Context: an optimization exercise on an open-source flow, tuned for small area, a short achievable clock period and few clock cycles per item. The choices shown serve that exercise and are no tape-out recipe. RTL that was checked went through simulation tests only; none was proved equivalent to the original. The RTL of runs 3 to 5 was laid out without a check of its function. Power figures rest on the tool's default switching activity, not on a simulated workload.

==> flow/design.v <==
package bcls_pkg;
   localparam int MAX_LANES      = 16;
   localparam int MAX_CHUNK_BITS = 32;
   localparam int CSR_IDX_W      = 2;
   localparam int CSR_DATA_W     = 16;
   localparam int BUF_W          = MAX_CHUNK_BITS + 7;    
   localparam int ACC_W          = MAX_CHUNK_BITS + 7;    
   localparam logic [CSR_IDX_W-1:0] REG_CHUNK_WIDTH = 2'd0;
   localparam logic [CSR_IDX_W-1:0] REG_LANE_COUNT  = 2'd1;
   localparam logic [CSR_IDX_W-1:0] REG_LANE_ENABLE = 2'd2;
endpackage
import bcls_pkg::*;
module bit_chunk_lane_splitter_unit
(
   input  logic                  clock,
   input  logic                  reset,
   input  logic                  req_valid,
   output logic                  req_ready,
   input  logic                  req_action,
   input  logic [7:0]            req_data_byte,
   output logic                  rsp_valid,
   input  logic                  rsp_ready,
   output logic [3:0]            rsp_lane,
   output logic [7:0]            rsp_out_byte,
   output logic                  rsp_last,
   input  logic                  csr_we,
   input  logic [CSR_IDX_W-1:0]  csr_index,
   input  logic [CSR_DATA_W-1:0] csr_data
);
   logic [5:0]  cw_q;                  
   logic [4:0]  lc_q;                  
   logic [15:0] en_q;
   logic [BUF_W-1:0] buf_q;
   logic [5:0]       pl_q;
   logic [3:0]       idx_q;
   logic [5:0]       sk_q;              
   logic             fol_q;             
   logic             fsh_q;             
   logic [15:0][7:0] pm_q;
   logic [31:0] e_data_q;
   logic [2:0]  e_n_q;                 
   logic [3:0]  e_lane_q;
   logic        e_last_q;              
   logic        e_pend_q;              
   logic [6:0]  cur_pd_q;
   logic [2:0]  cur_pc_q;
   logic [15:0] nz, idx_oh, fcand;
   logic [3:0]  fnext, ra;
   logic [7:0]  rd_m;
   logic [2:0]  rd_pc, z_pc;
   logic [6:0]  rd_pd, z_pd;
   for (genvar i = 0; i < 16; i++) begin : g_nz
      assign nz[i] = pm_q[i][7:1] != 7'd0;
   end
   always_comb begin
      for (int i = 0; i < 16; i++) idx_oh[i] = idx_q == 4'(i);
      fcand = fsh_q ? (nz & ~idx_oh) : (nz & en_q);
      fnext = '0;
      for (int i = 15; i >= 0; i--) if (fcand[i]) fnext = 4'(i);
   end
   assign rd_m = pm_q[ra];
   always_comb begin
      rd_pc = '0;
      z_pc  = '0;
      for (int k = 1; k < 8; k++) begin
         if (rd_m[k]) rd_pc = 3'(k);
         if (pm_q[0][k]) z_pc = 3'(k);
      end
      for (int k = 0; k < 7; k++) begin
         rd_pd[k] = rd_m[k] && ((rd_m >> (k + 1)) != 8'd0);
         z_pd[k]  = pm_q[0][k] && ((pm_q[0] >> (k + 1)) != 8'd0);
      end
   end
   logic             idx_lt_l, idx_end, few;
   logic [7:0]       in_byte;
   logic [BUF_W-1:0] full;
   logic [31:0]      chunk;
   logic [ACC_W-1:0] acc;
   logic [5:0]       tgt;
   logic [2:0]       nres;
   logic [6:0]       leftover;
   logic             lane_on, yields;
   logic [3:0]       rem_sh;
   logic [7:0]       rem;
   logic [5:0]       remn;
   assign idx_lt_l = {1'b0, idx_q} < lc_q;
   assign idx_end  = ({1'b0, idx_q} + 5'd1) >= lc_q;
   assign few    = fol_q && (pl_q <= 6'd8);
   assign in_byte = fol_q ? 8'd0 : req_data_byte;
   assign full    = buf_q | (BUF_W'(in_byte) << pl_q);
   always_comb begin
      for (int k = 0; k < 32; k++) chunk[k] = full[k] & (6'(k) < cw_q);
   end
   assign acc     = ACC_W'(cur_pd_q) | (ACC_W'(chunk) << cur_pc_q);
   assign tgt     = 6'(cur_pc_q) + cw_q;
   assign nres    = tgt[5:3];
   always_comb begin
      case (nres)
         3'd0:    leftover = acc[6:0];
         3'd1:    leftover = acc[14:8];
         3'd2:    leftover = acc[22:16];
         3'd3:    leftover = acc[30:24];
         default: leftover = acc[38:32];
      endcase
   end
   assign lane_on = en_q[idx_q];
   assign yields  = lane_on && (nres != 3'd0);
   assign rem_sh  = fol_q ? cw_q[3:0] : 4'(cw_q - pl_q);
   assign rem     = (fol_q ? buf_q[7:0] : req_data_byte) >> rem_sh;
   assign remn    = fol_q ? (pl_q - cw_q) : (pl_q + 6'd8 - cw_q);
   logic acc_chunk, acc_corner;
   logic fol_chunk, fol_skip, fol_exit;
   logic take, e_free, yield_next;
   logic do_acc, do_data, do_flush, chunk_step, chunk_final;
   logic res_nonlast, resolve_last;
   logic load_chunk, load_flush;
   assign acc_chunk  = idx_lt_l && (pl_q < cw_q) && ((pl_q + 6'd8) >= cw_q);
   assign acc_corner = idx_lt_l && (pl_q >= cw_q);
   assign fol_chunk  = fol_q && (sk_q == 6'd0) && idx_lt_l && (pl_q >= cw_q);
   assign fol_skip   = fol_q && (sk_q != 6'd0);
   assign fol_exit   = fol_q && (sk_q == 6'd0) && !(idx_lt_l && (pl_q >= cw_q));
   assign take       = rsp_valid && rsp_ready;
   assign e_free     = (e_n_q == 3'd0) || ((e_n_q == 3'd1) && take);
   assign yield_next = acc_chunk && yields;
   assign req_ready  = fol_q ? 1'b0 : (fsh_q ? !req_valid : !(yield_next && !e_free));
   assign do_acc     = req_valid && req_ready && !fol_q && !fsh_q;
   assign do_data    = do_acc && !req_action;
   assign do_flush   = do_acc && req_action;
   assign chunk_step = !reset && ((do_data && acc_chunk) || (fol_chunk && (!yields || e_free)));
   assign chunk_final = idx_end || (!(fol_q && !few) && (remn < cw_q));
   assign res_nonlast  = e_pend_q && fol_chunk && yields;
   assign resolve_last = e_pend_q && (fol_exit || (fol_chunk && !yields && chunk_final));
   assign load_chunk = chunk_step && yields;
   assign load_flush = fsh_q && e_free;
   assign ra         = (fsh_q || do_flush) ? fnext : idx_q + 4'd1;
   always_ff @(posedge clock) begin
      if (reset) begin
         cur_pd_q <= '0;
         cur_pc_q <= '0;
      end else if (do_flush || load_flush) begin
         cur_pd_q <= (fcand != 16'd0) ? rd_pd : 7'd0;
         cur_pc_q <= (fcand != 16'd0) ? rd_pc : 3'd0;
      end else if (chunk_step && !idx_end) begin
         cur_pd_q <= rd_pd;
         cur_pc_q <= rd_pc;
      end else if (chunk_step && (idx_q == 4'd0) && lane_on) begin
         cur_pd_q <= leftover;
         cur_pc_q <= tgt[2:0];
      end else if (chunk_step || ((do_data || fol_exit) && !idx_lt_l)) begin
         cur_pd_q <= z_pd;
         cur_pc_q <= z_pc;
      end
   end
   assign rsp_valid    = (e_n_q > 3'd1) || ((e_n_q == 3'd1) && !e_pend_q);
   assign rsp_last     = (e_n_q == 3'd1) && e_last_q;
   assign rsp_lane     = e_lane_q;
   assign rsp_out_byte = e_data_q[7:0];
   logic [5:0] wr_w;
   logic [4:0] wr_l;
   always_comb begin
      if (csr_data[5:0] == 6'd0)     wr_w = 6'd1;
      else if (csr_data[5:0] > 6'd32) wr_w = 6'd32;
      else                            wr_w = csr_data[5:0];
      if (csr_data[4:0] == 5'd0)     wr_l = 5'd1;
      else if (csr_data[4:0] > 5'd16) wr_l = 5'd16;
      else                            wr_l = csr_data[4:0];
   end
   always_ff @(posedge clock) begin
      if (reset) begin
         cw_q <= 6'd8;
         lc_q <= 5'd1;
         en_q <= 16'd1;
      end else if (csr_we) begin
         case (csr_index)
            REG_CHUNK_WIDTH: cw_q <= wr_w;
            REG_LANE_COUNT:  lc_q <= wr_l;
            REG_LANE_ENABLE: en_q <= csr_data;
            default: ;
         endcase
      end
   end
   always_ff @(posedge clock) begin
      if (reset) begin
         buf_q <= '0;
         pl_q  <= '0;
         idx_q <= '0;
         sk_q  <= '0;
         fol_q <= 1'b0;
         fsh_q <= 1'b0;
      end else begin
         if (do_flush) begin
            buf_q <= '0;
            pl_q  <= '0;
            idx_q <= fnext;
            fsh_q <= fcand != 16'd0;
         end else if (load_flush) begin
            idx_q <= fnext;
            fsh_q <= fcand != 16'd0;
         end else if (do_data && !idx_lt_l) begin
            buf_q <= '0;
            pl_q  <= '0;
            idx_q <= '0;
         end else if (do_data && !acc_chunk) begin
            buf_q <= full;
            pl_q  <= pl_q + 6'd8;
            fol_q <= acc_corner;
         end else if (fol_skip) begin
            buf_q <= buf_q >> 1;
            pl_q  <= pl_q - 6'd1;
            sk_q  <= sk_q - 6'd1;
         end else if (fol_exit) begin
            fol_q <= 1'b0;
            if (!idx_lt_l) begin
               buf_q <= '0;
               pl_q  <= '0;
               idx_q <= '0;
            end
         end else if (chunk_step) begin
            if (idx_end) begin
               buf_q <= '0;
               pl_q  <= '0;
               idx_q <= '0;
               fol_q <= 1'b0;
            end else begin
               idx_q <= idx_q + 4'd1;
               if (fol_q && !few) begin
                  sk_q <= cw_q;
               end else begin
                  buf_q <= BUF_W'(rem);
                  pl_q  <= remn;
                  fol_q <= remn >= cw_q;
               end
            end
         end
      end
   end
   logic [7:0]  pm_wd;
   logic [15:0] pm_we;
   assign pm_wd = chunk_step ? ({1'b0, leftover} | (8'd1 << tgt[2:0])) : 8'd1;
   always_comb begin
      for (int i = 0; i < 16; i++) begin
         pm_we[i] = reset || (do_flush && !en_q[i]) || (load_flush && idx_oh[i])
                    || (chunk_step && lane_on && idx_oh[i]);
      end
   end
   always_ff @(posedge clock) begin
      for (int i = 0; i < 16; i++) begin
         if (pm_we[i]) pm_q[i] <= pm_wd;
      end
   end
   always_ff @(posedge clock) begin
      if (reset) begin
         e_n_q    <= 3'd0;
         e_pend_q <= 1'b0;
      end else if (load_chunk) begin
         e_n_q    <= nres;
         e_pend_q <= !chunk_final;
      end else if (load_flush) begin
         e_n_q    <= 3'd1;
         e_pend_q <= 1'b0;
      end else begin
         if (take) e_n_q <= e_n_q - 3'd1;
         if (res_nonlast || resolve_last) e_pend_q <= 1'b0;
      end
   end
   always_ff @(posedge clock) begin
      if (load_chunk) begin
         e_data_q <= acc[31:0];
         e_lane_q <= idx_q;
         e_last_q <= 1'b1;
      end else if (load_flush) begin
         e_data_q <= {25'd0, cur_pd_q};
         e_lane_q <= idx_q;
         e_last_q <= fcand == 16'd0;
      end else begin
         if (take) e_data_q <= e_data_q >> 8;
         if (res_nonlast) e_last_q <= 1'b0;
      end
   end
endmodule
==> flow/run.sh <==
#!/bin/bash
# synth_recipe.tcl (not shown) runs the flow's synth.tcl, then flattens the netlist and writes it again
# the make line also repeats each setting of config.mk as NAME=value (left out here)
make -C /OpenROAD-flow-scripts/flow DESIGN_CONFIG=/design/flow/config.mk WORK_HOME=/design/flow/orfs CLKGATE_MAP_FILE= SYNTH_SCRIPT=/design/flow/synth_recipe.tcl finish
==> flow/config.mk <==
export PLATFORM = sky130hd
export DESIGN_NAME = bit_chunk_lane_splitter_unit
export DESIGN_NICKNAME = bit_chunk_lane_splitter_unit
export VERILOG_FILES = /design/flow/design.v
export SDC_FILE = /design/flow/constraint.sdc
export NUM_CORES = 4
export LEC_CHECK = 0
export CAP_MARGIN = 20
export CORE_MARGIN = 2
export CORE_UTILIZATION = 40
export SETUP_SLACK_MARGIN = 1.2
export SLEW_MARGIN = 20
==> flow/constraint.sdc <==
create_clock -name core_clock -period 6.5 [get_ports {clock}]
set_input_delay 1.3000 -clock core_clock [delete_from_list [all_inputs] [get_ports {clock}]]
set_output_delay 1.3000 -clock core_clock [all_outputs]
set_load 0.01 [all_outputs]
==> flow_metrics.env, run 1 <==
export IMPL_max_fclk_mhz=194.1
export IMPL_synth_cell_area_sq_um=17450
export IMPL_gr_total_overflow=0
export IMPL_hold_viol=0
export IMPL_cts_tree="done"
export IMPL_number_of_remaining_drc_errors=0
export IMPL_clock_sink_count=263
export IMPL_floorplan_die_width_um=212.9
export IMPL_worst_slew_pin_slew_ns=1.125
export IMPL_swShare_pct=42.02
export IMPL_first_pass_grt_wire_length_mm=92.33
export IMPL_dr_first_iter_drc_count=1806
export IMPL_worst_skew_pair_late_latency_ns=0.62
export IMPL_power_leakage_nw=6.875
export IMPL_wl_met1_mm=25.89
export IMPL_hold_worst_slack_ns=0.4761
export IMPL_clock_path_buffers=3
export IMPL_ys_seq_elements=263
export IMPL_drt_pre_antenna_iters=5
export IMPL_final_max_slew_viol_count=0
export IMPL_antenna_found_initial=1
export IMPL_cts_root_buffer="sky130_fd_sc_hd__clkbuf_16"
export IMPL_criticalPathCategory="flip-flop to flip-flop"
export IMPL_clkSlewWorstSetupHoldPaths_ns=0.06
export IMPL_synth_top_flop_cell="sky130_fd_sc_hd__edfxtp_1"
export IMPL_die_area_sq_um=45310
export IMPL_critical_path_required_ns=6.96
export IMPL_powerDensity_nw_per_um2=417.7
export IMPL_synth_top_cells_by_area="sky130_fd_sc_hd__edfxtp_1 28%, sky130_fd_sc_hd__dfxtp_1 11%, sky130_fd_sc_hd__mux2i_1 5.0%"
export IMPL_antenna_diode_count=0
export IMPL_worst_setup_path_end_kind="flip-flop"
export IMPL_synth_yosys_seq_area_share_pct=39.58
export IMPL_detailedPlace_worstSlack_ns=0.6079
export IMPL_pwr_share_clk_pct=22.5
export IMPL_most_common_cell_after_layout_fill_and_taps_aside="sky130_fd_sc_hd__nand2_1"
export IMPL_timing_critical_path_from_type="flip-flop"
export IMPL_num_rows=76
export IMPL_routabilityCongestion=0.9454
export IMPL_period_minus_slack_ns=5.151
export IMPL_finish_utilization_pct=45.91
export IMPL_final_layout_size_suffix_gt1_share_pct=11.78
export IMPL_outcome="complete, no violations"
export IMPL_timing_final_crit_share_pct=79.24
export IMPL_finalSetupViolations=0
export IMPL_dr_total_vias=15820
export IMPL_fp_coreArea_sq_um=43080
export IMPL_biggest_area_consumer_among_synthesized_cells="sky130_fd_sc_hd__edfxtp_1"
export IMPL_max_slew_margin_pct=24.29
export IMPL_design_power_total_mw=8.262
export IMPL_synthesis_nets=1996
export IMPL_peakVddDrop_mv=0.2485
export IMPL_initial_core_util_pct=40.51
export IMPL_wl_met3_mm=4.789
export IMPL_first_global_vias=15060
export IMPL_postRouteWirelength_mm=61.02
export IMPL_pwr_share_seq_pct=30.6
export IMPL_antenna_violating_nets_post_route=0
export IMPL_async_flop_share_pct=0
export IMPL_detail_placement_hpwl_mm=43.94
export IMPL_post_layout_nets=2005
export IMPL_rsz_0062_raised_after_global_routing="false"
export IMPL_total_net_switching_power_mw=3.472
export IMPL_multi_input_area_sq_um=9841
export IMPL_via_per_inst=6.234
export IMPL_grt_util_all_layers_pct=26.76
export IMPL_edff_count_synth=164
export IMPL_power_report_internal_total_mw=4.790
export IMPL_io_pins=47
export IMPL_dr_max_layer_used="met4"
export IMPL_final_cell_mix="187 x sky130_fd_sc_hd__nand2_1, 170 x sky130_fd_sc_hd__nor2_1, 164 x sky130_fd_sc_hd__edfxtp_1"
export IMPL_synthesis_yosys_warnings=1
export IMPL_share_of_the_synthesized_area_in_the_top_cell_type_pct=28.22
export IMPL_setup_slack_ns=1.349
export IMPL_share_comb_of_total_power_pct=46.8
export IMPL_synthCells=1919
export IMPL_cp_data_arrival_time_ns=5.61
export IMPL_filler_cell_count=4140
export IMPL_cts_buffers=31
export IMPL_dieHeight_um=212.9
export IMPL_area_of_all_sequential_standard_cells_sq_um=6913
export IMPL_syn_avg_cell_area_sq_um=9.093
export IMPL_skew_ns=0.03426
export IMPL_setup_total_negative_slack_ns=0
export IMPL_wl_per_cell_um=24.04
export IMPL_placement_io_buffers=46
export IMPL_max_cap_viol_count=0
export IMPL_pin_count_of_the_biggest_net_entering_global_routing=47
export IMPL_dr_wl_met2_mm=27.95
export IMPL_synth_cell_types=94
export IMPL_worstHoldPathType="flip-flop to flip-flop"
export IMPL_syn2layout_area_growth_pct=13.34
export IMPL_ctsHtreeMaxLevel=1
export IMPL_timing_critical_path_fanout_max=10
## worst max-delay path, cell delays in order (launching register included)
cell                        delay [ns]
sky130_fd_sc_hd__dfxtp_2          0.42
sky130_fd_sc_hd__ha_1             0.28
sky130_fd_sc_hd__fa_1             0.50
sky130_fd_sc_hd__or4_4            0.56
sky130_fd_sc_hd__a31o_4           0.28
sky130_fd_sc_hd__and3_4           0.20
sky130_fd_sc_hd__a21oi_4          0.29
sky130_fd_sc_hd__mux2_2           0.48
sky130_fd_sc_hd__and3_1           0.24
sky130_fd_sc_hd__a222oi_1         0.45
sky130_fd_sc_hd__nor4b_4          0.38
sky130_fd_sc_hd__nand4_2          0.22
sky130_fd_sc_hd__or4b_1           0.54
sky130_fd_sc_hd__o2bb2ai_1        0.14
## cell type report
type,instances,share of cell area [%]
multi-input cells,1453,49.76
clock inverters,23,1.487
well taps,585,3.701
repair buffers,112,4.808
clock buffers,35,3.998
inverters,67,1.297
flip-flops and latches,263,34.95
## metrics by stage
| step | std cells | cell area, sq um |
|---|---|---|
| 2_1_floorplan | 1919 | 17450 |
| 3_3_place_gp | 2465 | 18490 |
| 3_5_place_dp | 2465 | 18490 |
| 4_1_cts | 2526 | 19630 |
| 5_1_grt | 2538 | 19780 |
| 6_report | 2538 | 19780 |
## power by group through the flow
stage	sequential, mW	clock [mW]	combinational, mW
2_1_floorplan	2.42	0	2.62
3_3_place_gp	2.55	0	3.59
3_5_place_dp	2.55	0	3.63
4_1_cts	2.53	1.90	3.70
5_1_grt	2.57	1.96	4.16
6_report	2.53	1.86	3.87
## registers in the layout, indices dropped and copies added (netlist names), 3 cells and up
name,cells
pm_q,128
buf_q,39
e_data_q,32
en_q,16
cur_pd_q,7
cw_q,6
pl_q,6
sk_q,6
lc_q,5
e_lane_q,4
idx_q,4
cur_pc_q,3
e_n_q,3
## repair_timing
action	CTS	global route
pin swaps	1	4
setup endpoints to repair	11	1
buffers inserted	2	11
gates cloned	1	1
resized for setup	7	12
hold buffers	0	0
hold endpoints to repair	0	0
## synthesized netlist by cell type, drive strengths merged, types with 11 or more instances
cell type	count
o22a	17
xnor2	12
nor3	60
and2	24
a21o	15
o22ai	32
o211ai	13
nor2b	15
nor4	26
nand4	11
clkbuf	107
nand2b	20
a211oi	51
buf	31
a22oi	20
a221o	20
dfxtp	99
o31ai	16
and3	16
a22o	13
edfxtp	164
or3	12
nand2	187
mux4	17
mux2	47
nor2	172
o21ai	99
nand3	60
a31oi	26
a21oi	151
mux2i	88
inv	64
ha	42
## layer usage
metal  GRT usage (%)  vias up
met2           42.64      709
met1           36.64     7668
met4           9.260        0
li1                -     7322
met3           4.648      122
met5               0        -
## logic make-up after synthesis
group                      after synthesis  synth area share [%]
muxes                                  152                 10.32
and+or+nand+nor                        656                 18.59
xor gates and xnor gates                20                 1.004
DFF                                    263                 39.58
adders and majority gates               45                 3.356
AOI/OAI and AO/OA                      578                 22.37
buffers and inverters                  205                 4.783
## path summary, 6_finish.rpt
path	from	to	slack, ns	cells past startpoint
setup / recovery	cw_q[0]$_SDFFE_PP0P_	cur_pd_q[0]$_SDFFE_PP0P_	1.35	13
hold / removal	sk_q[1]$_SDFFE_PP0P_	sk_q[1]$_SDFFE_PP0P_	0.48	2
setup reg to reg	cw_q[0]$_SDFFE_PP0P_	cur_pd_q[0]$_SDFFE_PP0P_	1.35	13
hold reg to reg	sk_q[1]$_SDFFE_PP0P_	sk_q[1]$_SDFFE_PP0P_	0.48	2
Testbench counts, summed over its fixed seeds: cycles 5,996, items 4,211.
==> inputs of run 2 (changes only) <==
--- a/flow/config.mk
+++ b/flow/config.mk
@@ -8,5 +8,4 @@
 export CAP_MARGIN = 20
 export CORE_MARGIN = 2
 export CORE_UTILIZATION = 40
-export SETUP_SLACK_MARGIN = 1.2
 export SLEW_MARGIN = 20
==> run 2 against run 1 <==
Via count fell by 0.58%. Hold slack barely moved. Synthesized cell count did not move. Highest routed layer unchanged. Core utilization is 0.48 points lower. Clock skew about the same. Sequential cell count is the same. Non-clock buffer count fell by 13. Worst setup slack got worse by 0.93 ns. Fmax fell by 15%. Power fell by 2.2%. Sequential share of layout area grew 0.35 points. First-iteration DRC count shrank 9.5%. Critical endpoint unchanged.
==> flow_metrics.env, run 2 <==
export IMPL_initial_core_util_pct=40.51
export IMPL_syn2layout_area_growth_pct=12.15
export IMPL_ys_seq_elements=263
export IMPL_worst_path_largest_cell_delay_ns=0.72
export IMPL_crit_path_cell_trace="clkinv_1 -> ha_1 -> inv_1 -> o21a_1 -> o21ai_0 -> and4b_1 -> a21oi_4 -> o22ai_4 -> buf_4 -> mux2_4 -> a222oi_1 -> and4b_1 -> nand4_2 -> or4b_1 -> o2bb2ai_1"
export IMPL_most_common_cell_after_layout_fill_and_taps_aside="sky130_fd_sc_hd__nand2_1"
export IMPL_period_minus_slack_ns=6.080
export IMPL_postRouteWirelength_mm=60.16
export IMPL_largest_registers="pm_q: 128 flops, buf_q: 39 flops, e_data_q: 32 flops"
export IMPL_number_of_remaining_drc_errors=0
export IMPL_setup_total_negative_slack_ns=0
export IMPL_syn_avg_cell_area_sq_um=9.093
export IMPL_worst_path_max_delay_cell="sky130_fd_sc_hd__dfxtp_1"
export IMPL_finalSetupViolations=0
export IMPL_filler_cell_count=4152
export IMPL_peakVddDrop_mv=0.2500
export IMPL_cts_hold_buffers=0
export IMPL_synth_cell_types=94
export IMPL_outcome="complete, no violations"
export IMPL_die_area_sq_um=45310
export IMPL_critical_path_required_ns=6.96
export IMPL_synthCells=1919
export IMPL_antenna_found_initial=1
export IMPL_critical_path_n_buffers_inverters=3
export IMPL_worstHoldPathType="flip-flop to flip-flop"
export IMPL_cts_setup_buffers=0
export IMPL_crit_family="compound AO/OA/AOI/OAI gates"
export IMPL_dr_first_iter_drc_count=1634
export IMPL_powerDensity_nw_per_um2=412.8
export IMPL_final_layout_size_suffix_gt1_share_pct=10.47
export IMPL_max_fclk_mhz=164.5
export IMPL_max_cap_viol_count=0
export IMPL_post_synth_top_count_cell="sky130_fd_sc_hd__nand2_1"
export IMPL_cts_buffers=31
export IMPL_clock_sink_count=263
export IMPL_max_slew_margin_pct=23.03
export IMPL_drt_pre_antenna_iters=5
export IMPL_synth_cell_area_sq_um=17450
export IMPL_layout_cell_area_non_filler_sq_um=19570
export IMPL_num_rows=76
export IMPL_rsz_0062_raised_after_global_routing="false"
export IMPL_grt_util_all_layers_pct=26.56
export IMPL_detail_placement_hpwl_mm=43.94
export IMPL_clkSlewWorstSetupHoldPaths_ns=0.07
export IMPL_cts_tree="done"
export IMPL_floorplan_die_width_um=212.9
export IMPL_timing_critical_path_fanout_max=22
export IMPL_async_flop_share_pct=0
export IMPL_hold_viol=0
export IMPL_dr_total_vias=15730
export IMPL_via_per_inst=6.234
export IMPL_worst_slew_pin_slew_ns=1.144
export IMPL_ctsResizeCount=0
export IMPL_edff_count_synth=164
export IMPL_io_pins=47
export IMPL_placement_io_buffers=46
export IMPL_synth_top_flop_cell="sky130_fd_sc_hd__edfxtp_1"
export IMPL_dieHeight_um=212.9
export IMPL_synthesis_yosys_warnings=1
export IMPL_synthesis_nets=1996
export IMPL_fp_coreArea_sq_um=43080
export IMPL_first_global_vias=15000
export IMPL_antenna_violating_nets_post_route=0
export IMPL_largest_reg_flops=128
export IMPL_power_leakage_nw=6.795
export IMPL_worst_setup_path_end_kind="flip-flop"
export IMPL_first_pass_grt_wire_length_mm=91.77
export IMPL_criticalPathCategory="flip-flop to flip-flop"
export IMPL_timing_final_crit_share_pct=93.53
export IMPL_post_layout_nets=1990
export IMPL_finish_cell_count_without_fillers=2523
export IMPL_final_max_slew_viol_count=0
export IMPL_antenna_diode_count=0
export IMPL_detailed_place_area_sq_um=18490
export IMPL_cp_data_arrival_time_ns=6.54
export IMPL_biggest_area_consumer_among_synthesized_cells="sky130_fd_sc_hd__edfxtp_1"
export IMPL_routabilityCongestion=0.9454
export IMPL_final_cell_mix="187 x sky130_fd_sc_hd__nand2_1, 170 x sky130_fd_sc_hd__nor2_1, 164 x sky130_fd_sc_hd__edfxtp_1"
export IMPL_synth_yosys_seq_area_share_pct=39.58
export IMPL_skew_ns=0.03447
export IMPL_most_frequent_cells_after_synthesis="187 x sky130_fd_sc_hd__nand2_1, 172 x sky130_fd_sc_hd__nor2_1, 164 x sky130_fd_sc_hd__edfxtp_1, 150 x sky130_fd_sc_hd__a21oi_1, 107 x sky130_fd_sc_hd__clkbuf_1"
export IMPL_pin_count_of_the_biggest_net_entering_global_routing=47
export IMPL_worst_skew_pair_late_latency_ns=0.62
export IMPL_cts_root_buffer="sky130_fd_sc_hd__clkbuf_16"
export IMPL_wl_per_cell_um=23.85
export IMPL_dp_cells=2465
export IMPL_synth_top_cells_by_area="sky130_fd_sc_hd__edfxtp_1 28%, sky130_fd_sc_hd__dfxtp_1 11%, sky130_fd_sc_hd__mux2i_1 5.0%"
export IMPL_ctsHtreeMaxLevel=1
export IMPL_timing_critical_path_from_type="flip-flop"
export IMPL_share_of_the_synthesized_area_in_the_top_cell_type_pct=28.22
export IMPL_top_register="pm_q"
export IMPL_cell_repeated_most_along_the_worst_path="sky130_fd_sc_hd__and4b_1"
export IMPL_gr_total_overflow=0
export IMPL_clock_path_buffers=3
==> run 2: cell count changes in the layout (fill, tap and decap cells not counted), sizes merged <==
cell / change
buf: -13
clkinvlp: -1
o22ai: -1
inv: +1
a2bb2oi: -1
==> run 2: area by class of cell <==
class                   instances  area (sq um)  area share [%]
clock buffers                  35         790.8           4.041
clock inverters                23         294.0           1.502
inverters                      67         251.5           1.285
multi-input cells            1451          9741           49.77
flip-flops and latches        263          6908           35.30
well taps                     585         732.0           3.740
repair buffers                 99         853.3           4.360
==> run 2: path summary, 6_finish.rpt <==
check	from	endpoint	slack (ns)	cells past startpoint
worst min register to register	sk_q[1]$_SDFFE_PP0P_	sk_q[1]$_SDFFE_PP0P_	0.48	2
worst max-delay path	pl_q[3]$_SDFFE_PP0P_	cur_pd_q[0]$_SDFFE_PP0P_	0.42	15
worst max register to register	pl_q[3]$_SDFFE_PP0P_	cur_pd_q[0]$_SDFFE_PP0P_	0.42	15
worst min-delay path	sk_q[1]$_SDFFE_PP0P_	sk_q[1]$_SDFFE_PP0P_	0.48	2
==> run 2: worst register-to-register path, cell delays in order (launching register included) <==
cell and delay, ns:
sky130_fd_sc_hd__dfxtp_1 0.72, sky130_fd_sc_hd__clkinv_1 0.54, sky130_fd_sc_hd__ha_1 0.53, sky130_fd_sc_hd__inv_1 0.14, sky130_fd_sc_hd__o21a_1 0.21, sky130_fd_sc_hd__o21ai_0 0.35
sky130_fd_sc_hd__and4b_1 0.38, sky130_fd_sc_hd__a21oi_4 0.13, sky130_fd_sc_hd__o22ai_4 0.67, sky130_fd_sc_hd__buf_4 0.37, sky130_fd_sc_hd__mux2_4 0.33, sky130_fd_sc_hd__a222oi_1 0.33
sky130_fd_sc_hd__and4b_1 0.35, sky130_fd_sc_hd__nand4_2 0.19, sky130_fd_sc_hd__or4b_1 0.54, sky130_fd_sc_hd__o2bb2ai_1 0.14
==> run 2: power breakdown <==
group	switching (mW)	internal (mW)
clock network	0.749	1.12
logic	2.35	1.34
registers	0.286	2.24
==> run 2: kinds of logic after synthesis <==
family / synth area share (%)
AND/OR/NAND/NOR: 18.59
adder cells (fa/ha/maj): 3.356
buffers and inverters: 4.783
XOR/XNOR: 1.004
AO/OA/AOI/OAI: 22.37
flip-flops: 39.58
multiplexers: 10.32
==> run 2: metal layers <==
metal | part of all wire [%] | GRT usage [%] | up-vias
li1 | - | - | 7284
met1 | 43 | 36.46 | 7623
met2 | 46 | 42.59 | 702
met3 | 8.0 | 4.618 | 120
met4 | 3.6 | 8.367 | 0
met5 | 0 | 0 | -
==> run 2: metrics by stage <==
| step | hold WS (ns) | utilization [%] | power [mW] | setup WS [ns] |
|---|---|---|---|---|
| floorplan | 0.4301 | - | 5.037 | 1.642 |
| global placement | 0.4517 | 42.91 | 6.143 | 0.7232 |
| detailed placement | 0.4742 | 42.91 | 6.184 | 0.6079 |
| CTS | 0.4824 | 45.43 | 8.059 | 0.5593 |
| global route | 0.5144 | 45.43 | 8.511 | 0.1150 |
| finish | 0.4756 | 45.43 | 8.078 | 0.4204 |
==> inputs of run 3 (changes only) <==
--- a/flow/design.v
+++ b/flow/design.v
@@ -83,6 +83,7 @@
    logic [3:0]       rem_sh;
    logic [7:0]       rem;
    logic [5:0]       remn;
+   logic             sw, rem_ge;
    assign idx_lt_l = {1'b0, idx_q} < lc_q;
    assign idx_end  = ({1'b0, idx_q} + 5'd1) >= lc_q;
    assign few    = fol_q && (pl_q <= 6'd8);
@@ -107,7 +108,9 @@
    assign yields  = lane_on && (nres != 3'd0);
    assign rem_sh  = fol_q ? cw_q[3:0] : 4'(cw_q - pl_q);
    assign rem     = (fol_q ? buf_q[7:0] : req_data_byte) >> rem_sh;
-   assign remn    = fol_q ? (pl_q - cw_q) : (pl_q + 6'd8 - cw_q);
+   assign remn    = {3'd0, pl_q[2:0] - cw_q[2:0]};
+   assign sw      = cw_q[5:3] == 3'd0;
+   assign rem_ge  = sw && (remn[2:0] >= cw_q[2:0]);
    logic acc_chunk, acc_corner;
    logic fol_chunk, fol_skip, fol_exit;
    logic take, e_free, yield_next;
@@ -127,7 +130,12 @@
    assign do_data    = do_acc && !req_action;
    assign do_flush   = do_acc && req_action;
    assign chunk_step = !reset && ((do_data && acc_chunk) || (fol_chunk && (!yields || e_free)));
-   assign chunk_final = idx_end || (!(fol_q && !few) && (remn < cw_q));
+   assign chunk_final = idx_end || (!(fol_q && !few) && !rem_ge);
+   logic more1, more2, next_yields, few_path;
+   assign few_path    = !(fol_q && !few);
+   assign more1       = !idx_end && rem_ge;
+   assign more2       = more1 && ({1'b0, remn[2:0]} >= {cw_q[2:0], 1'b0}) && (({1'b0, idx_q} + 5'd2) < lc_q);
+   assign next_yields = en_q[idx_q + 4'd1] && ((6'(rd_pc) + cw_q) >= 6'd8);
    assign res_nonlast  = e_pend_q && fol_chunk && yields;
    assign resolve_last = e_pend_q && (fol_exit || (fol_chunk && !yields && chunk_final));
    assign load_chunk = chunk_step && yields;
@@ -228,7 +236,7 @@
                end else begin
                   buf_q <= BUF_W'(rem);
                   pl_q  <= remn;
-                  fol_q <= remn >= cw_q;
+                  fol_q <= rem_ge;
                end
             end
          end
@@ -254,7 +262,7 @@
          e_pend_q <= 1'b0;
       end else if (load_chunk) begin
          e_n_q    <= nres;
-         e_pend_q <= !chunk_final;
+         e_pend_q <= few_path ? more2 : !idx_end;
       end else if (load_flush) begin
          e_n_q    <= 3'd1;
          e_pend_q <= 1'b0;
@@ -267,7 +275,7 @@
       if (load_chunk) begin
          e_data_q <= acc[31:0];
          e_lane_q <= idx_q;
-         e_last_q <= 1'b1;
+         e_last_q <= !(few_path && more1 && !more2 && next_yields);
       end else if (load_flush) begin
          e_data_q <= {25'd0, cur_pd_q};
          e_lane_q <= idx_q;
--- a/flow/config.mk
+++ b/flow/config.mk
@@ -8,4 +8,5 @@
 export CAP_MARGIN = 20
 export CORE_MARGIN = 2
 export CORE_UTILIZATION = 40
+export SETUP_SLACK_MARGIN = 2.0
 export SLEW_MARGIN = 20
==> run 3 against run 2 <==
Clock skew is 0.0053 ns higher. Worst setup slack better by 0.53 ns. Critical endpoint is now e_last_q$_DFFE_PP_. Sequential power is 2% higher. Die area is 2.8% higher. Combinational power is 61% higher. Synthesized area is 2.8% higher. Core utilization is 2.9 points higher. First-iteration DRC count is 6.7% higher. Hold slack better by 0.0061 ns. Via count is 10% higher. Final cell count is 7.8% higher.
==> flow_metrics.env, run 3 <==
export IMPL_outcome="complete, no violations"
export IMPL_criticalPathCategory="flip-flop to flip-flop"
export IMPL_max_slew_margin_pct=29.80
export IMPL_r2r_start="cw_q[0]$_SDFFE_PP0P_"
export IMPL_setup_slack_ns=0.9537
export IMPL_syn2layout_area_growth_pct=19.20
export IMPL_final_max_slew_viol_count=0
export IMPL_detailedPlace_worstSlack_ns=0.2561
export IMPL_rsz_0062_raised_after_global_routing="true"
export IMPL_pin_count_of_the_biggest_net_entering_global_routing=52
export IMPL_ctsHtreeMaxLevel=1
export IMPL_routabilityCongestion=0.9768
export IMPL_postRouteWirelength_mm=68.01
export IMPL_final_layout_size_suffix_gt1_share_pct=17.85
export IMPL_worst_path_max_delay_cell="sky130_fd_sc_hd__nor4_4"
export IMPL_top_register="pm_q"
export IMPL_timing_critical_path_from_type="flip-flop"
export IMPL_placement_io_buffers=46
export IMPL_first_global_vias=16820
export IMPL_timing_hold_worst_start="buf_q[37]$_SDFFE_PP0P_"
export IMPL_final_cell_mix="198 x sky130_fd_sc_hd__nand2_1, 189 x sky130_fd_sc_hd__nor2_1, 167 x sky130_fd_sc_hd__a21oi_1"
export IMPL_edff_count_synth=165
export IMPL_cts_tree="done"
export IMPL_worst_setup_path_end_kind="flip-flop"
export IMPL_powerDensity_nw_per_um2=478.1
export IMPL_num_rows=77
export IMPL_grt_util_all_layers_pct=28.57
export IMPL_cts_root_buffer="sky130_fd_sc_hd__clkbuf_16"
export IMPL_worst_skew_pair_late_latency_ns=0.61
export IMPL_timing_critical_path_fanout_max=7
export IMPL_ys_seq_elements=263
export IMPL_whs_path_cells=2
export IMPL_worst_slew_pin_slew_ns=1.053
export IMPL_async_flop_share_pct=0
export IMPL_multi_input_area_sq_um=10910
export IMPL_synthCells=2034
export IMPL_power_leakage_nw=7.480
export IMPL_largest_reg_flops=128
export IMPL_synth_area_in_simple_gates_pct=19.45
export IMPL_compound_cell_area_share_of_the_yosys_netlist_pct=23.40
export IMPL_hold_worst_slack_ns=0.4817
export IMPL_dieHeight_um=215.8
export IMPL_drt_pre_antenna_iters=6
export IMPL_antenna_found_initial=0
export IMPL_post_layout_nets=2190
export IMPL_share_of_the_synthesized_area_in_the_top_cell_type_pct=27.61
export IMPL_synth_cell_area_sq_um=17940
export IMPL_setup_total_negative_slack_ns=0
export IMPL_crit_family="simple AND/OR/NAND/NOR gates"
export IMPL_initial_core_util_pct=40.58
export IMPL_synth_yosys_seq_area_share_pct=38.54
export IMPL_period_minus_slack_ns=5.546
export IMPL_fp_coreArea_sq_um=44220
export IMPL_detail_placement_hpwl_mm=48.99
export IMPL_clock_path_buffers=3
export IMPL_dr_total_vias=17340
export IMPL_synth_top_family_by_area="compound AO/OA/AOI/OAI gates"
export IMPL_number_of_remaining_drc_errors=0
export IMPL_dr_first_iter_drc_count=1744
export IMPL_clock_sink_count=263
export IMPL_gr_total_overflow=0
export IMPL_finalSetupViolations=0
export IMPL_peakVddDrop_mv=0.2683
export IMPL_die_area_sq_um=46570
export IMPL_worstHoldEndpoint="buf_q[36]$_SDFFE_PP0P_"
export IMPL_clkSlewWorstSetupHoldPaths_ns=0.06
export IMPL_via_per_inst=6.372
export IMPL_max_fclk_mhz=180.3
export IMPL_synth_top_flop_cell="sky130_fd_sc_hd__edfxtp_1"
export IMPL_biggest_area_consumer_among_synthesized_cells="sky130_fd_sc_hd__edfxtp_1"
export IMPL_antenna_violating_nets_post_route=0
export IMPL_cp_data_arrival_time_ns=5.90
export IMPL_critical_path_required_ns=6.85
export IMPL_post_synthesis_adder_cell_area_fraction_pct=3.863
export IMPL_io_pins=47
export IMPL_synthesis_nets=2119
export IMPL_synthXorXnorAreaFrac_pct=0.8785
export IMPL_worstHoldPathType="flip-flop to flip-flop"
export IMPL_timing_rr_end="e_last_q$_DFFE_PP_"
export IMPL_first_pass_grt_wire_length_mm=103.3
export IMPL_wl_per_cell_um=24.99
export IMPL_area_of_all_sequential_standard_cells_sq_um=6943
export IMPL_skew_ns=0.03973
export IMPL_filler_cell_count=4158
export IMPL_antenna_diode_count=0
export IMPL_muxShareOfSynthArea_pct=9.322
export IMPL_max_cap_viol_count=0
export IMPL_reg2reg_setup_slack_ns=0.95
export IMPL_cell_repeated_most_along_the_worst_path="sky130_fd_sc_hd__or2_4"
export IMPL_largest_registers="pm_q: 128 flops, buf_q: 39 flops, e_data_q: 32 flops"
export IMPL_most_common_cell_after_layout_fill_and_taps_aside="sky130_fd_sc_hd__nand2_1"
export IMPL_crit_path_cell_trace="ha_4 -> inv_2 -> fa_2 -> nand3b_1 -> a31oi_2 -> or2_4 -> nor4_4 -> a21oi_4 -> buf_12 -> and3_4 -> or2_4 -> mux4_2 -> nor2b_1 -> or4_4 -> or2_4 -> a31o_4 -> ha_1 -> a21oi_1 -> nor2b_1 -> nor3_1 -> a21oi_1 -> o2111ai_1 -> o21ai_1 -> o31ai_1"
export IMPL_register_to_register_path_depth=24
export IMPL_cts_buffers=30
export IMPL_post_synth_top_count_cell="sky130_fd_sc_hd__nand2_1"
export IMPL_cts_hold_buffers=0
export IMPL_worst_path_largest_cell_delay_ns=0.45
export IMPL_timing_final_crit_share_pct=85.33
export IMPL_synthesis_yosys_warnings=1
export IMPL_most_frequent_cells_after_synthesis="201 x sky130_fd_sc_hd__nand2_1, 195 x sky130_fd_sc_hd__nor2_1, 173 x sky130_fd_sc_hd__a21oi_1, 165 x sky130_fd_sc_hd__edfxtp_1, 126 x sky130_fd_sc_hd__o21ai_0"
export IMPL_synth_cell_types=95
export IMPL_floorplan_die_width_um=215.8
export IMPL_synth_top_cells_by_area="sky130_fd_sc_hd__edfxtp_1 28%, sky130_fd_sc_hd__dfxtp_1 11%, sky130_fd_sc_hd__mux2i_1 5.7%"
export IMPL_hold_viol=0
export IMPL_syn_avg_cell_area_sq_um=8.822
export IMPL_critical_path_n_buffers_inverters=2
## run 3: changes by cell type after synthesis, sizes merged, moves of 14 or more
cell and delta:
nor3 +15, nand3 +19, inv -14, mux2 -32, a221o -15, a21oi +23
mux2i +15, nand2 +14, o221ai +17, o21ai +35, nor2 +25
## run 3: cell families after synthesis
family | after synthesis
mux | 139
buf+inv | 203
xor+xnor | 18
flops | 263
compound gates | 642
simple gates | 716
fa+ha+maj | 53
## run 3: power breakdown
group,internal (mW),switching [mW]
clock network,0.986,0.741
logic,2.27,3.66
registers,2.26,0.307
## run 3: how the worst max path moves through the flow
stage	depth (start not counted)	endpoint	start
finish	24	e_last_q$_DFFE_PP_	cw_q[0]$_SDFFE_PP0P_
CTS	22	e_last_q$_DFFE_PP_	pm_q[5]$_DFFE_PP_
global route	28	e_last_q$_DFFE_PP_	idx_q[1]$_SDFFE_PP0P_
detailed placement	22	e_last_q$_DFFE_PP_	rsp_ready
global placement	20	e_last_q$_DFFE_PP_	rsp_ready
floorplan	23	e_last_q$_DFFE_PP_	pm_q[4]$_DFFE_PP_
## run 3: layer usage
metal | share of wire (%) | GRT usage (%)
met4 | 5.0 | 13.20
met2 | 47 | 47.26
met1 | 41 | 37.18
met3 | 6.6 | 3.707
met5 | 0 | 0
## run 3: metrics by stage
stage / area (sq um) / utilization, % / instances / power (mW)
after floorplan: 18120 / - / 2034 / 6.088
after global placement: 19330 / 43.72 / 2608 / 7.680
after detailed placement: 19340 / 43.73 / 2608 / 7.732
after CTS: 20960 / 47.41 / 2699 / 9.847
after global routing: 21390 / 48.37 / 2721 / 10.79
final: 21390 / 48.37 / 2721 / 10.23
## run 3: area by class of cell
cell class                 count  share of cell area (%)
clock buffer                  36                   3.662
inverter                      53                  0.9944
sequential                   263                   32.46
tap                          592                   3.463
multi-input combinational   1570                   50.99
clock inverter                20                   1.030
timing repair buffer         187                   7.406
## run 3: tightest hold or removal path, stage by stage, from the launching register on
cell	delay [ns]
sky130_fd_sc_hd__dfxtp_1	0.32
sky130_fd_sc_hd__nand2_1	0.06
sky130_fd_sc_hd__a211oi_1	0.06
## run 3: repair_timing
| action | CTS | global route |
|---|---|---|
| gates cloned | 2 | 0 |
| endpoints found under the setup margin | 197 | 229 |
| resized for setup | 92 | 66 |
| setup buffers | 33 | 21 |
| pin swaps | 29 | 36 |
==> inputs of run 4 (changes only) <==
--- a/flow/design.v
+++ b/flow/design.v
@@ -47,8 +47,8 @@
    logic [15:0] nz, idx_oh, fcand;
    logic [3:0]  fnext, ra;
    logic [7:0]  rd_m;
-   logic [2:0]  rd_pc, z_pc;
-   logic [6:0]  rd_pd, z_pd;
+   logic [2:0]  rd_pc;
+   logic [6:0]  rd_pd;
    for (genvar i = 0; i < 16; i++) begin : g_nz
       assign nz[i] = pm_q[i][7:1] != 7'd0;
    end
@@ -61,14 +61,11 @@
    assign rd_m = pm_q[ra];
    always_comb begin
       rd_pc = '0;
-      z_pc  = '0;
       for (int k = 1; k < 8; k++) begin
          if (rd_m[k]) rd_pc = 3'(k);
-         if (pm_q[0][k]) z_pc = 3'(k);
       end
       for (int k = 0; k < 7; k++) begin
          rd_pd[k] = rd_m[k] && ((rd_m >> (k + 1)) != 8'd0);
-         z_pd[k]  = pm_q[0][k] && ((pm_q[0] >> (k + 1)) != 8'd0);
       end
    end
    logic             idx_lt_l, idx_end, few;
@@ -87,7 +84,7 @@
    assign idx_lt_l = {1'b0, idx_q} < lc_q;
    assign idx_end  = ({1'b0, idx_q} + 5'd1) >= lc_q;
    assign few    = fol_q && (pl_q <= 6'd8);
-   assign in_byte = fol_q ? 8'd0 : req_data_byte;
+   assign in_byte = (fol_q || fsh_q) ? 8'd0 : req_data_byte;
    assign full    = buf_q | (BUF_W'(in_byte) << pl_q);
    always_comb begin
       for (int k = 0; k < 32; k++) chunk[k] = full[k] & (6'(k) < cw_q);
@@ -140,7 +137,7 @@
    assign resolve_last = e_pend_q && (fol_exit || (fol_chunk && !yields && chunk_final));
    assign load_chunk = chunk_step && yields;
    assign load_flush = fsh_q && e_free;
-   assign ra         = (fsh_q || do_flush) ? fnext : idx_q + 4'd1;
+   assign ra         = (fsh_q || do_flush) ? fnext : ((idx_end || !idx_lt_l) ? 4'd0 : idx_q + 4'd1);
    always_ff @(posedge clock) begin
       if (reset) begin
          cur_pd_q <= '0;
@@ -148,15 +145,12 @@
       end else if (do_flush || load_flush) begin
          cur_pd_q <= (fcand != 16'd0) ? rd_pd : 7'd0;
          cur_pc_q <= (fcand != 16'd0) ? rd_pc : 3'd0;
-      end else if (chunk_step && !idx_end) begin
-         cur_pd_q <= rd_pd;
-         cur_pc_q <= rd_pc;
-      end else if (chunk_step && (idx_q == 4'd0) && lane_on) begin
+      end else if (chunk_step && idx_end && (idx_q == 4'd0) && lane_on) begin
          cur_pd_q <= leftover;
          cur_pc_q <= tgt[2:0];
       end else if (chunk_step || ((do_data || fol_exit) && !idx_lt_l)) begin
-         cur_pd_q <= z_pd;
-         cur_pc_q <= z_pc;
+         cur_pd_q <= rd_pd;
+         cur_pc_q <= rd_pc;
       end
    end
    assign rsp_valid    = (e_n_q > 3'd1) || ((e_n_q == 3'd1) && !e_pend_q);
@@ -277,11 +271,11 @@
          e_lane_q <= idx_q;
          e_last_q <= !(few_path && more1 && !more2 && next_yields);
       end else if (load_flush) begin
-         e_data_q <= {25'd0, cur_pd_q};
+         e_data_q <= acc[31:0];
          e_lane_q <= idx_q;
          e_last_q <= fcand == 16'd0;
       end else begin
-         if (take) e_data_q <= e_data_q >> 8;
+         if (take) e_data_q[23:0] <= e_data_q[31:8];
          if (res_nonlast) e_last_q <= 1'b0;
       end
    end
--- a/flow/config.mk
+++ b/flow/config.mk
@@ -8,5 +8,5 @@
 export CAP_MARGIN = 20
 export CORE_MARGIN = 2
 export CORE_UTILIZATION = 40
-export SETUP_SLACK_MARGIN = 2.0
+export SETUP_SLACK_MARGIN = 1.2
 export SLEW_MARGIN = 20
==> run 4 against run 3 <==
Clock power increased by 5%. Register-to-register slack improved by 0.49 ns. Routed wire length decreased by 14%. Worst setup slack improved by 0.32 ns. First-iteration DRC count increased by 6.0%.
==> flow_metrics.env, run 4 <==
export IMPL_antenna_violating_nets_post_route=0
export IMPL_die_area_sq_um=44170
export IMPL_synthesis_yosys_warnings=1
export IMPL_ctsHtreeMaxLevel=1
export IMPL_cts_hold_buffers=0
export IMPL_criticalPathCategory="flip-flop to primary output"
export IMPL_max_slew_margin_pct=31.42
export IMPL_ys_seq_elements=263
export IMPL_synth_top_flop_cell="sky130_fd_sc_hd__edfxtp_1"
export IMPL_skew_ns=0.03169
export IMPL_dieHeight_um=210.2
export IMPL_pwr_share_clk_pct=21.9
export IMPL_floorplan_die_width_um=210.2
export IMPL_max_cap_viol_count=0
export IMPL_period_minus_slack_ns=5.223
export IMPL_io_pins=47
export IMPL_largest_registers="pm_q: 128 flops, buf_q: 39 flops, e_data_q: 32 flops"
export IMPL_busiest_layer="met2"
export IMPL_use_met1_pct=36.37
export IMPL_reg2reg_setup_slack_ns=1.44
export IMPL_first_global_vias=14710
export IMPL_final_cell_mix="217 x sky130_fd_sc_hd__nor2_1, 180 x sky130_fd_sc_hd__nand2_1, 165 x sky130_fd_sc_hd__edfxtp_1"
export IMPL_register_to_register_path_depth=21
export IMPL_synthCells=1867
export IMPL_timing_critical_path_fanout_max=6
export IMPL_power_report_internal_total_mw=4.767
export IMPL_gr_total_overflow=0
export IMPL_clkSlewWorstSetupHoldPaths_ns=0.06
export IMPL_most_common_cell_after_layout_fill_and_taps_aside="sky130_fd_sc_hd__nor2_1"
export IMPL_timing_critical_path_from_type="flip-flop"
export IMPL_top_register="pm_q"
export IMPL_pwr_share_seq_pct=29.5
export IMPL_edff_count_synth=165
export IMPL_total_net_switching_power_mw=3.523
export IMPL_pin_count_of_the_biggest_net_entering_global_routing=72
export IMPL_async_flop_share_pct=0
export IMPL_num_rows=75
export IMPL_syn_avg_cell_area_sq_um=9.107
export IMPL_cts_buffers=30
export IMPL_antenna_diode_count=0
export IMPL_worstHoldPathType="flip-flop to flip-flop"
export IMPL_largest_reg_flops=128
export IMPL_placement_io_buffers=46
export IMPL_critical_path_required_ns=5.20
export IMPL_timing_final_crit_share_pct=80.36
export IMPL_share_of_the_synthesized_area_in_the_top_cell_type_pct=29.14
export IMPL_power_leakage_nw=6.978
export IMPL_wl_per_cell_um=23.71
export IMPL_synth_cell_types=92
export IMPL_globalRouteMet2Util_pct=41.04
export IMPL_hold_viol=0
export IMPL_worst_skew_pair_late_latency_ns=0.61
export IMPL_worst_slew_pin_slew_ns=1.021
export IMPL_synth_cell_area_sq_um=17000
export IMPL_cts_tree="done"
export IMPL_timing_rr_end="e_last_q$_DFFE_PP_"
export IMPL_powerDensity_nw_per_um2=420.0
export IMPL_most_frequent_cells_after_synthesis="224 x sky130_fd_sc_hd__nor2_1, 183 x sky130_fd_sc_hd__nand2_1, 165 x sky130_fd_sc_hd__edfxtp_1, 155 x sky130_fd_sc_hd__a21oi_1, 102 x sky130_fd_sc_hd__mux2i_1"
export IMPL_grt_util_all_layers_pct=25.91
export IMPL_cp_data_arrival_time_ns=3.92
export IMPL_antenna_found_initial=0
export IMPL_detail_placement_hpwl_mm=43.59
export IMPL_grt_met3_usage_pct=3.367
export IMPL_clock_sink_count=263
export IMPL_cts_root_buffer="sky130_fd_sc_hd__clkbuf_16"
export IMPL_final_max_slew_viol_count=0
export IMPL_cp_startpoint="cw_q[0]$_SDFFE_PP0P_"
export IMPL_via_per_inst=6.272
export IMPL_number_of_remaining_drc_errors=0
export IMPL_initial_core_util_pct=40.53
export IMPL_drt_pre_antenna_iters=7
export IMPL_synth_top_cells_by_area="sky130_fd_sc_hd__edfxtp_1 29%, sky130_fd_sc_hd__dfxtp_1 12%, sky130_fd_sc_hd__mux2i_1 6.0%"
export IMPL_worst_setup_path_end_kind="primary output"
export IMPL_max_fclk_mhz=191.5
export IMPL_finalSetupViolations=0
export IMPL_biggest_area_consumer_among_synthesized_cells="sky130_fd_sc_hd__edfxtp_1"
export IMPL_r2r_start="cw_q[0]$_SDFFE_PP0P_"
export IMPL_dr_first_iter_drc_count=1849
export IMPL_postRouteWirelength_mm=58.80
export IMPL_synthesis_nets=1951
export IMPL_rsz_0062_raised_after_global_routing="false"
export IMPL_peakVddDrop_mv=0.2952
export IMPL_outcome="complete, no violations"
export IMPL_design_power_total_mw=8.290
export IMPL_fp_coreArea_sq_um=41950
export IMPL_first_pass_grt_wire_length_mm=88.82
export IMPL_clock_path_buffers=3
export IMPL_dr_total_vias=15560
export IMPL_post_synth_top_count_cell="sky130_fd_sc_hd__nor2_1"
export IMPL_syn2layout_area_growth_pct=16.10
export IMPL_finish_utilization_pct=47.06
export IMPL_routabilityCongestion=0.9854
export IMPL_final_layout_size_suffix_gt1_share_pct=14.53
export IMPL_post_layout_nets=2001
export IMPL_setup_total_negative_slack_ns=0
export IMPL_share_comb_of_total_power_pct=48.6
export IMPL_swShare_pct=42.50
export IMPL_critical_path_end="req_ready"
export IMPL_synth_yosys_seq_area_share_pct=40.68
-- run 4: repair_timing --
| item | 4_1_cts | 5_1_grt |
|---|---|---|
| endpoints found under the hold margin | 0 | 0 |
| pin swaps | 5 | 10 |
| resized for setup | 16 | 67 |
| cloned | 0 | 1 |
| endpoints found under the setup margin | 1 | 1 |
| setup buffers | 3 | 18 |
-- run 4: routing by layer --
layer  up-vias  share of wire [%]
met1      7503                 43
met5         -                  0
met2       767                 45
met3       131                7.9
met4         0                3.6
li1       7154                  -
-- run 4: worst max-delay path, cell delays in order, from the launching register on --
cell,delay [ns]
sky130_fd_sc_hd__dfxtp_4,0.38
sky130_fd_sc_hd__ha_1,0.24
sky130_fd_sc_hd__fa_1,0.46
sky130_fd_sc_hd__nor4_1,0.37
sky130_fd_sc_hd__a211oi_2,0.12
sky130_fd_sc_hd__buf_4,0.17
sky130_fd_sc_hd__and4b_2,0.27
sky130_fd_sc_hd__buf_4,0.14
sky130_fd_sc_hd__a211oi_1,0.51
sky130_fd_sc_hd__clkdlybuf4s50_1,0.66
-- run 4: worst min-delay path by stage --
stage | from | to | slack, ns | cells after the start
floorplan | buf_q[10]$_SDFFE_PP0P_ | buf_q[10]$_SDFFE_PP0P_ | 0.45 | 2
finish | buf_q[10]$_SDFFE_PP0P_ | buf_q[10]$_SDFFE_PP0P_ | 0.49 | 2
detailed placement | buf_q[10]$_SDFFE_PP0P_ | buf_q[10]$_SDFFE_PP0P_ | 0.47 | 2
global route | cur_pd_q[4]$_SDFFE_PP0P_ | cur_pd_q[4]$_SDFFE_PP0P_ | 0.52 | 2
CTS | buf_q[10]$_SDFFE_PP0P_ | buf_q[10]$_SDFFE_PP0P_ | 0.48 | 2
global placement | buf_q[10]$_SDFFE_PP0P_ | buf_q[10]$_SDFFE_PP0P_ | 0.47 | 2
-- run 4: power groups by stage --
stage / clock network (mW) / logic, mW / registers, mW
after floorplan: 0 / 2.68 / 2.35
after global placement: 0 / 3.68 / 2.46
after detailed placement: 0 / 3.73 / 2.46
after CTS: 1.84 / 3.78 / 2.43
after global routing: 1.91 / 4.35 / 2.48
final: 1.81 / 4.03 / 2.45
-- run 4: cell type report --
type                            instances  area [sq um]
Clock inverter                         22         261.5
Inverter                               48         192.7
Fill cell                            3943         22210
Timing Repair Buffer                  140          1217
Clock buffer                           34         797.0
Sequential cell                       263          6934
Tap cell                              539         674.4
Multi-Input combinational cell       1434          9663
-- run 4: cell families after synthesis --
group / synth area share (%)
AO/OA/AOI/OAI: 21.49
adder cells (fa/ha/maj): 3.959
XOR/XNOR: 0.9787
flip-flops: 40.68
buffers and inverters: 4.364
AND/OR/NAND/NOR: 19.04
multiplexers: 9.486
-- run 4: stage by stage --
step                      hold WS, ns  cell area, sq um  setup slack [ns]  cells
after floorplan                0.4494             17000             1.215   1867
after global placement         0.4653             18140            0.5224   2402
after detailed placement       0.4708             18140            0.3354   2402
after CTS                      0.4795             19300             1.215   2461
after global routing           0.5160             19740             1.072   2480
final                          0.4930             19740             1.277   2480
==> inputs of run 5 (changes only) <==
--- a/flow/config.mk
+++ b/flow/config.mk
@@ -8,5 +8,5 @@
 export CAP_MARGIN = 20
 export CORE_MARGIN = 2
 export CORE_UTILIZATION = 40
-export SETUP_SLACK_MARGIN = 1.2
+export SETUP_SLACK_MARGIN = 1.8
 export SLEW_MARGIN = 20
==> run 5 against run 4 <==
Synthesized area unchanged. Largest power group unchanged. Via count up 1.7%. Largest cell class unchanged. Design area up 2.7%. Critical path type is now flip-flop to flip-flop. Sequential cell count unchanged. Combinational power up 5.7%. Critical path depth up 11. Still clean on timing, DRC and antenna.
==> flow_metrics.env, run 5 <==
export IMPL_postRouteWirelength_mm=61.27
export IMPL_max_fclk_mhz=200.4
export IMPL_post_layout_nets=2016
export IMPL_largest_reg_flops=128
export IMPL_routabilityCongestion=0.9709
export IMPL_worstHoldPathType="flip-flop to flip-flop"
export IMPL_detailedPlace_worstSlack_ns=0.4271
export IMPL_dr_max_layer_used="met4"
export IMPL_worst_slew_pin_slew_ns=1.112
export IMPL_setup_slack_ns=1.509
export IMPL_antenna_diode_count=0
export IMPL_largest_registers="pm_q: 128 flops, buf_q: 39 flops, e_data_q: 32 flops"
export IMPL_hold_viol=0
export IMPL_worst_path_max_delay_cell="sky130_fd_sc_hd__or4_4"
export IMPL_compound_cell_area_share_of_the_yosys_netlist_pct=21.49
export IMPL_synth_area_in_simple_gates_pct=19.04
export IMPL_synth_top_cells_by_area="sky130_fd_sc_hd__edfxtp_1 29%, sky130_fd_sc_hd__dfxtp_1 12%, sky130_fd_sc_hd__mux2i_1 6.0%"
export IMPL_pin_count_of_the_biggest_net_entering_global_routing=46
export IMPL_cts_buffers=31
export IMPL_grt_util_all_layers_pct=27.17
export IMPL_cts_tree="done"
export IMPL_timing_final_crit_share_pct=76.78
export IMPL_biggest_area_consumer_among_synthesized_cells="sky130_fd_sc_hd__edfxtp_1"
export IMPL_timing_critical_path_from_type="flip-flop"
export IMPL_area_of_all_sequential_standard_cells_sq_um=6952
export IMPL_first_pass_grt_wire_length_mm=92.74
export IMPL_share_of_the_synthesized_area_in_the_top_cell_type_pct=29.14
export IMPL_clkSlewWorstSetupHoldPaths_ns=0.07
export IMPL_syn2layout_area_growth_pct=19.21
export IMPL_dieHeight_um=210.2
export IMPL_synth_cell_area_sq_um=17000
export IMPL_timing_critical_path_fanout_max=13
export IMPL_final_layout_size_suffix_gt1_share_pct=17.67
export IMPL_synth_cell_types=92
export IMPL_via_per_inst=6.348
export IMPL_worst_skew_pair_late_latency_ns=0.61
export IMPL_final_max_slew_viol_count=0
export IMPL_edff_count_synth=165
export IMPL_top_register="pm_q"
export IMPL_synthesis_yosys_warnings=1
export IMPL_post_synth_top_count_cell="sky130_fd_sc_hd__nor2_1"
export IMPL_antenna_violating_nets_post_route=0
export IMPL_synthesis_nets=1951
export IMPL_setup_total_negative_slack_ns=0
export IMPL_wl_met1_mm=26.82
export IMPL_detail_placement_hpwl_mm=44.32
export IMPL_dr_total_vias=15820
export IMPL_syn_avg_cell_area_sq_um=9.107
export IMPL_most_frequent_cells_after_synthesis="224 x sky130_fd_sc_hd__nor2_1, 183 x sky130_fd_sc_hd__nand2_1, 165 x sky130_fd_sc_hd__edfxtp_1, 155 x sky130_fd_sc_hd__a21oi_1, 102 x sky130_fd_sc_hd__mux2i_1"
export IMPL_clock_sink_count=263
export IMPL_async_flop_share_pct=0
export IMPL_criticalPathCategory="flip-flop to flip-flop"
export IMPL_multi_input_area_sq_um=9978
export IMPL_ctsHtreeMaxLevel=1
export IMPL_max_cap_viol_count=0
export IMPL_filler_cell_count=3920
export IMPL_drt_pre_antenna_iters=5
export IMPL_max_slew_margin_pct=25.86
export IMPL_cts_hold_buffers=0
export IMPL_critical_path_n_buffers_inverters=4
export IMPL_synth_top_family_by_area="compound AO/OA/AOI/OAI gates"
export IMPL_rsz_0062_raised_after_global_routing="true"
export IMPL_worst_setup_path_end_kind="flip-flop"
export IMPL_post_synthesis_adder_cell_area_fraction_pct=3.959
export IMPL_fp_coreArea_sq_um=41950
export IMPL_powerDensity_nw_per_um2=426.1
export IMPL_power_leakage_nw=7.197
export IMPL_crit_family="simple AND/OR/NAND/NOR gates"
export IMPL_finalSetupViolations=0
export IMPL_dr_wl_met2_mm=27.67
export IMPL_critical_path_required_ns=6.86
export IMPL_wl_per_cell_um=24.59
export IMPL_most_common_cell_after_layout_fill_and_taps_aside="sky130_fd_sc_hd__nor2_1"
export IMPL_gr_total_overflow=0
export IMPL_crit_path_cell_trace="or4_4 -> nor4_4 -> o2bb2ai_1 -> nor4_2 -> nand2b_4 -> buf_4 -> mux2i_2 -> buf_6 -> nor3_2 -> buf_4 -> a22oi_1 -> and3_4 -> or4_4 -> nor2_4 -> inv_1 -> ha_1 -> nor2b_4 -> o31ai_2 -> nor4bb_1 -> o21ai_1"
export IMPL_io_pins=47
export IMPL_number_of_remaining_drc_errors=0
export IMPL_synth_yosys_seq_area_share_pct=40.68
export IMPL_initial_core_util_pct=40.53
export IMPL_ys_seq_elements=263
export IMPL_clock_path_buffers=3
export IMPL_design_power_total_mw=8.635
export IMPL_synthCells=1867
export IMPL_skew_ns=0.01747
export IMPL_peakVddDrop_mv=0.2366
export IMPL_wl_met3_mm=4.424
export IMPL_muxShareOfSynthArea_pct=9.486
export IMPL_num_rows=75
export IMPL_final_cell_mix="218 x sky130_fd_sc_hd__nor2_1, 178 x sky130_fd_sc_hd__nand2_1, 165 x sky130_fd_sc_hd__edfxtp_1"
export IMPL_placement_io_buffers=46
export IMPL_cts_root_buffer="sky130_fd_sc_hd__clkbuf_16"
export IMPL_first_global_vias=14870
export IMPL_period_minus_slack_ns=4.991
export IMPL_dr_first_iter_drc_count=1643
export IMPL_antenna_found_initial=0
export IMPL_synth_top_flop_cell="sky130_fd_sc_hd__edfxtp_1"
export IMPL_floorplan_die_width_um=210.2
export IMPL_cp_data_arrival_time_ns=5.35
export IMPL_worst_path_largest_cell_delay_ns=0.58
export IMPL_die_area_sq_um=44170
export IMPL_hold_worst_slack_ns=0.4855
export IMPL_outcome="complete, no violations"
export IMPL_synthXorXnorAreaFrac_pct=0.9787
[run 5: changes by cell type in the layout (fill, tap and decap cells not counted), sizes merged]
cell / previous run / this run
bufinv: 4 / 6
dlymetal6s2s: 0 / 3
inv: 43 / 42
clkinv: 18 / 12
buf: 95 / 108
clkinvlp: 5 / 3
clkbuf: 34 / 40
clkdlybuf4s50: 45 / 41
dlygate4sd2: 0 / 1
[run 5: cells by family after synthesis]
group,after synthesis
AO/OA/AOI/OAI,544
flip-flops,263
AND/OR/NAND/NOR,680
multiplexers,138
XOR/XNOR,19
adder cells (fa/ha/maj),52
buffers and inverters,171
[run 5: through the flow]
stage / utilization, % / std cells / area [sq um]
after floorplan: - / 1867 / 17060
after global placement: 43.14 / 2392 / 18100
after detailed placement: 43.14 / 2392 / 18100
after CTS: 46.83 / 2469 / 19640
after global routing: 48.32 / 2492 / 20270
final: 48.32 / 2492 / 20270
[run 5: repair_timing]
action,in CTS,in global routing
setup buffers,22,22
gates cloned,1,1
gates resized for setup,67,91
setup endpoints to repair,177,192
pin swaps,17,29
[run 5: worst register-to-register path, cell delays in order (launching register included)]
cell	delay, ns
sky130_fd_sc_hd__edfxtp_1	0.44
sky130_fd_sc_hd__or4_4	0.58
sky130_fd_sc_hd__nor4_4	0.40
sky130_fd_sc_hd__o2bb2ai_1	0.17
sky130_fd_sc_hd__nor4_2	0.38
sky130_fd_sc_hd__nand2b_4	0.23
sky130_fd_sc_hd__buf_4	0.11
sky130_fd_sc_hd__mux2i_2	0.06
sky130_fd_sc_hd__buf_6	0.17
sky130_fd_sc_hd__nor3_2	0.16
sky130_fd_sc_hd__buf_4	0.18
sky130_fd_sc_hd__a22oi_1	0.09
sky130_fd_sc_hd__and3_4	0.20
sky130_fd_sc_hd__or4_4	0.55
sky130_fd_sc_hd__nor2_4	0.13
sky130_fd_sc_hd__inv_1	0.05
sky130_fd_sc_hd__ha_1	0.27
sky130_fd_sc_hd__nor2b_4	0.14
sky130_fd_sc_hd__o31ai_2	0.06
sky130_fd_sc_hd__nor4bb_1	0.29
sky130_fd_sc_hd__o21ai_1	0.10
[run 5: power breakdown]
part / total [mW] / leakage (nW) / switching (mW) / internal [mW]
clock: 1.92 / 0.541 / 0.752 / 1.17
sequential: 2.46 / 2.45 / 0.267 / 2.19
combinational: 4.26 / 4.20 / 2.62 / 1.64
[run 5: layer usage]
layer | track usage, % | vias up
li1 | - | 7207
met3 | 2.771 | 129
met4 | 9.636 | 0
met5 | 0 | -
met1 | 38.74 | 7711
met2 | 42.99 | 772
[run 5: layout make-up]
| cell class | count | share of cell area (%) |
|---|---|---|
| clock buffer | 39 | 4.222 |
| tap | 539 | 3.327 |
| clock inverter | 15 | 1.222 |
| timing repair buffer | 154 | 6.692 |
| multi-input combinational | 1434 | 49.23 |
| sequential | 263 | 34.30 |
| inverter | 48 | 1.006 |
[run 5: worst paths after layout]
| path | startpoint | to | slack [ns] | cells after the start |
|---|---|---|---|---|
| hold reg to reg | buf_q[14]$_SDFFE_PP0P_ | buf_q[14]$_SDFFE_PP0P_ | 0.49 | 2 |
| setup reg to reg | pm_q[94]$_DFFE_PP_ | e_last_q$_DFFE_PP_ | 1.51 | 20 |
| setup / recovery | pm_q[94]$_DFFE_PP_ | e_last_q$_DFFE_PP_ | 1.51 | 20 |
| hold / removal | buf_q[14]$_SDFFE_PP0P_ | buf_q[14]$_SDFFE_PP0P_ | 0.49 | 2 |

-- what the ideal ports hide --
In the flow no input, the clock included, has a driving cell. The finished layouts below were timed again as built, in two steps. Step 1: set_driving_cell puts a clkbuf_16 on clock and a buf_2 on each other input, an assumption about the parent block. Step 2 adds t to the input delays and takes it off the output delays; t is the mean of the earliest and latest rising clock arrival at the registers after step 1. Input paths then give back, and output paths get back, about the clock's delay inside the block. Slacks: ideal ports / drivers / drivers and shift; pairs: ideal ports / drivers.
run | t, ns | slack for setup (ns) | worst hold slack (ns) | worst register clock-pin slew, ns
run 1 | 0.653 | 1.349 / 1.349 / 0.878 | 0.476 / 0.476 / 0.476 | 0.07 / 0.07
run 2 | 0.660 | 0.420 / 0.420 / 0.420 | 0.476 / 0.476 / 0.476 | 0.07 / 0.07
run 3 | 0.650 | 0.954 / 0.954 / 0.435 | 0.482 / 0.482 / 0.482 | 0.07 / 0.07
run 4 | 0.653 | 1.277 / 1.223 / 0.749 | 0.493 / 0.493 / 0.493 | 0.07 / 0.07
run 5 | 0.660 | 1.509 / 1.509 / 1.078 | 0.486 / 0.486 / 0.486 | 0.07 / 0.07
After both steps every run listed still meets setup and hold. The setup slack of run 4, which loses most, moves by -0.054 ns with the drivers and by -0.528 ns with both steps.
